Context: an optimization exercise on an open-source flow, tuned for small area and a short achievable clock period. The choices shown serve that exercise and are no tape-out recipe.
In this exercise RTL edits were held to simulation tests only and were not proved equivalent to the original.
Power and IR drop assume default switching activity.

== lane 1 ==
## cmvCaptureTop
module cmvCaptureTop #(
    parameter int frameRows = 480
) (
    input  logic                   clk,
    input  logic                   rstN,
    input  logic                   spiStart,
    input  logic [15:0]            spiCmd,    
    output logic                   spiBusy,
    output logic                   spiDone,
    output logic [8-1:0] readData,
    input  logic                   spiMiso,
    output logic                   sysResN,
    output logic                   spiEn,
    output logic                   spiSck,
    output logic                   spiMosi,
    output logic                   frameReq,
    input  logic [10:0]            sensorIn,  
    input  logic                   frameStart,
    output logic                   frameBusy,
    output logic                   frameDone,
    input  logic                   pixelRd,
    output logic [8-1:0] pixelData,
    output logic                   pixelAvail,
    output logic                   almostFull,
    output logic                   overflow
);
    logic              streamEn;
    logic              frameBusyRose;
  ...
For scale: about 2200 flip-flops, ~61 I/O pins.
==> flow/config.mk <==
export PLATFORM = sky130hd
export DESIGN_NAME = cmvCaptureTop
export DESIGN_NICKNAME = cmvCaptureTop
export VERILOG_FILES = /design/flow/design.v
export SDC_FILE = /design/flow/constraint.sdc
export NUM_CORES = 4
export LEC_CHECK = 0
export CAP_MARGIN = 20
export CORE_MARGIN = 2
export CORE_UTILIZATION = 40
export CTS_CLUSTER_DIAMETER = 80
export CTS_CLUSTER_SIZE = 24
export SLEW_MARGIN = 20
export SYNTH_MEMORY_MAX_BITS = 4096
==> flow/constraint.sdc <==
create_clock -name core_clock -period 10.0 [get_ports {clk}]
set_input_delay 2.0000 -clock core_clock [delete_from_list [all_inputs] [get_ports {clk}]]
set_output_delay 2.0000 -clock core_clock [all_outputs]
set_load 0.01 [all_outputs]
standard.sh (not shown) runs the stock make flow with config.mk's settings and CLKGATE_MAP_FILE= SYNTH_SCRIPT=/design/flow/synth_recipe.tcl, a recipe that flattens the netlist after the stock synthesis.
==> flow/flow/run.sh <==
#!/bin/bash
# The standard layout (standard.sh: standard synthesis through finish)
# with two changes to how the layout is made:
#  - the ports are buffered with a plain buf_2 rather than the delay buffer
#    buffer_ports picks by default (every port still gets its own buffer);
#  - ORFS's timing repair aims for a larger setup margin, so that it works
#    on the paths that set the achieved period. The clock period and the
#    constraints are the design's.
set -euo pipefail
export BUFFER_PORTS_ARGS="-buffer_cell sky130_fd_sc_hd__buf_2"
bash standard.sh "BUFFER_PORTS_ARGS=$BUFFER_PORTS_ARGS" SETUP_SLACK_MARGIN=6.8 finish > standard_sh.log 2>&1
Relative to lane 1, the following input files were edited for lane 2:
Settings: a change of CORE_UTILIZATION from 40 to 60; an added PLACE_DENSITY of 0.7.
[summary]
Compared with lane 1, lane 2 shows a higher share of final layout cell area taken by clock buffers and inverters. Comparing lane 2 and lane 1, worst-case reg-to-reg path depth is higher on lane 1. Relative to lane 1, via count increased by about 1% in lane 2. Lane 2 vs. lane 1: clock share of power moved up, global-route usage moved up, final cell utilization of the core moved up. Looking at most used routing layer in global routing, the met2 result is from lane 1; the met1 one comes from lane 2.

cmvCaptureTop, a different RTL version from the one above (not shown whole).
For scale: ~4100 cells after synthesis, roughly 2200 flip-flops, roughly 61 I/O pins, roughly 0.080 mm² of cells after synthesis.
Design cmvCaptureTop, start of the top module:
module cmvCaptureTop #(
    parameter int frameRows = 480
) (
    input  logic                   clk,
    input  logic                   rstN,
    input  logic                   spiStart,
    input  logic [15:0]            spiCmd,    
    output logic                   spiBusy,
    output logic                   spiDone,
    output logic [8-1:0] readData,
    input  logic                   spiMiso,
    output logic                   sysResN,
    output logic                   spiEn,
    output logic                   spiSck,
    output logic                   spiMosi,
    output logic                   frameReq,
    input  logic [10:0]            sensorIn,  
    input  logic                   frameStart,
    output logic                   frameBusy,
    output logic                   frameDone,
    input  logic                   pixelRd,
    output logic [8-1:0] pixelData,
    output logic                   pixelAvail,
    output logic                   almostFull,
    output logic                   overflow
);
export LEC_CHECK = 0
export CAP_MARGIN = 20
export CORE_MARGIN = 2
export CORE_UTILIZATION = 40
export CTS_CLUSTER_DIAMETER = 90
export CTS_CLUSTER_SIZE = 26
export SLEW_MARGIN = 20
export SYNTH_MEMORY_MAX_BITS = 4096
create_clock -name core_clock -period 10.0 [get_ports {clk}]
Scripts as last shown in full above: flow/flow/run.sh
The first run finished clean.
Edit:
- CTS_CLUSTER_DIAMETER: 90 -> 80
- CTS_CLUSTER_SIZE: 26 -> 24
Result: Core utilization increases by 0.22 points; area after synthesis does not change; global-route usage is about the same; maximum frequency goes down by 0.61%; setup slack degrades by 0.021 ns; non-clock buffer count rises by 2; clock skew fell by 0.023 ns; count of clock-buffer cells in the layout went up by 16; sequential power stays flat; register-to-register slack is about the same; wire length hardly moves.

Setup of old:
cmvCaptureTop, a different RTL version from the one above (not shown whole).
Size: ~61 I/O pins, about 0.080 mm2 of cells after synthesis.
==> flow/design.v (excerpt) <==
module cmvCaptureTop #(
    parameter int frameRows = 480
) (
    input  logic                   clk,
    input  logic                   rstN,
    input  logic                   spiStart,
    input  logic [15:0]            spiCmd,    
    output logic                   spiBusy,
    output logic                   spiDone,
    output logic [8-1:0] readData,
    input  logic                   spiMiso,
    output logic                   sysResN,
    output logic                   spiEn,
    output logic                   spiSck,
    output logic                   spiMosi,
    output logic                   frameReq,
    input  logic [10:0]            sensorIn,  
    input  logic                   frameStart,
    output logic                   frameBusy,
    output logic                   frameDone,
    input  logic                   pixelRd,
    output logic [8-1:0] pixelData,
    output logic                   pixelAvail,
    output logic                   almostFull,
    output logic                   overflow
);
    logic              streamEn;
    logic              frameBusyRose;
    logic              beatValidNext;
    logic              rowDone;
    cmvPkg::pixelBeatT pixelBeat;
    spiRegPort i_spi (
        .clk(clk), .rstN(rstN),
        .spiStart(spiStart), .spiCmd(spiCmd), .spiMiso(spiMiso),
        .spiBusy(spiBusy), .spiDone(spiDone), .readData(readData),
        .sysResN(sysResN), .spiEn(spiEn), .spiSck(spiSck), .spiMosi(spiMosi)
    );
    frameSequencer #(.frameRows(frameRows)) i_seq (
        .clk(clk), .rstN(rstN),
        .frameStart(frameStart), .rowDone(rowDone),
        .frameBusy(frameBusy), .frameReq(frameReq),
        .streamEn(streamEn), .frameDone(frameDone),
        .frameBusyRose(frameBusyRose)
    );
    rowCropper i_crop (
        .clk(clk), .rstN(rstN),
        .streamEn(streamEn), .sensorIn(sensorIn),
        .pixelBeat(pixelBeat), .beatValidNext(beatValidNext), .rowDone(rowDone)
    );
    pixelFifo i_fifo (
        .clk(clk), .rstN(rstN),
        .pixelBeat(pixelBeat), .beatValidNext(beatValidNext), .pixelRd(pixelRd),
  ...
Settings: LEC_CHECK=0, CAP_MARGIN=20, CORE_MARGIN=2, CORE_UTILIZATION=40, CTS_CLUSTER_DIAMETER=80, CTS_CLUSTER_SIZE=24, SLEW_MARGIN=20, SYNTH_MEMORY_MAX_BITS=4096; clock period 10.0 ns.
==> flow/flow/run.sh <==
#!/bin/bash
# The standard layout (standard.sh: standard synthesis through finish)
# with two changes to how the layout is made:
#  - the ports are buffered with a plain buf_2 rather than the delay buffer
#    buffer_ports picks by default (every port still gets its own buffer);
#  - ORFS's timing repair aims for a larger setup margin, so that it works
#    on the paths that set the achieved period. The clock period and the
#    constraints are the design's.
set -euo pipefail
export BUFFER_PORTS_ARGS="-buffer_cell sky130_fd_sc_hd__buf_2"
bash standard.sh "BUFFER_PORTS_ARGS=$BUFFER_PORTS_ARGS" SETUP_SLACK_MARGIN=7.0 finish > standard_sh.log 2>&1
old completed end to end with timing, DRC and antenna clean.
### old -> new
-- flow/flow/run.sh --
<<< old, line 10
export BUFFER_PORTS_ARGS="-buffer_cell sky130_fd_sc_hd__buf_2"
bash standard.sh "BUFFER_PORTS_ARGS=$BUFFER_PORTS_ARGS" SETUP_SLACK_MARGIN=7.0 finish > standard_sh.log 2>&1
>>> new, line 10
export BUFFER_PORTS_ARGS="-buffer_cell sky130_fd_sc_hd__buf_2"
bash standard.sh "BUFFER_PORTS_ARGS=$BUFFER_PORTS_ARGS" SETUP_SLACK_MARGIN=6.8 finish > standard_sh.log 2>&1
==> comparison <==
Any difference in DRC violations left between new and old is small enough to ignore. new vs. old: number of nets in the layout went down by 0.50%. Setup slack in new is larger than in old. new -> old: area taken by flip-flops and latches delta 0, exact match.

==> what the ideal ports hide <==
How much do the figures lean on ideal ports? The routed layouts below were timed once more, with nothing changed but the port constraints. Step 1: set_driving_cell puts a clkbuf_16 on clk and a buf_2 on each other input, an assumption about the parent block. Step 2 adds t to the input delays and takes it off the output delays; t is the mean of the earliest and latest rising clock arrival at the registers after step 1. Input paths then give back, and output paths get back, about the clock's delay inside the block. Slacks: ideal / step 1 / step 2; pairs: ideal / step 1.
run | shift t [ns] | slack for setup (ns) | worst setup path at the end | worst slew at a driven data input, ns | cell pins on the clock port's net
lane 1 | 0.835 | 6.663 / 6.576 / 6.133 | input to register | 0.05 | 1
lane 2 | 0.810 | 6.611 / 6.536 / 6.100 | input to register | 0.05 | 1
the first run of note 2 | 0.813 | 6.639 / 6.554 / 6.134 | input to register | 0.19 | 1
the second run of note 2 | 0.839 | 6.618 / 6.533 / 6.120 | input to register | 0.19 | 1
old | 0.828 | 6.651 / 6.571 / 6.063 | input to register | 0.21 | 1
new | 0.826 | 6.655 / 6.576 / 5.951 | input to register | 0.20 | 1
After both steps setup and hold are still met in every run listed. For new, which loses most, drivers alone change the setup slack by -0.079 ns; drivers and shift together by -0.704 ns.
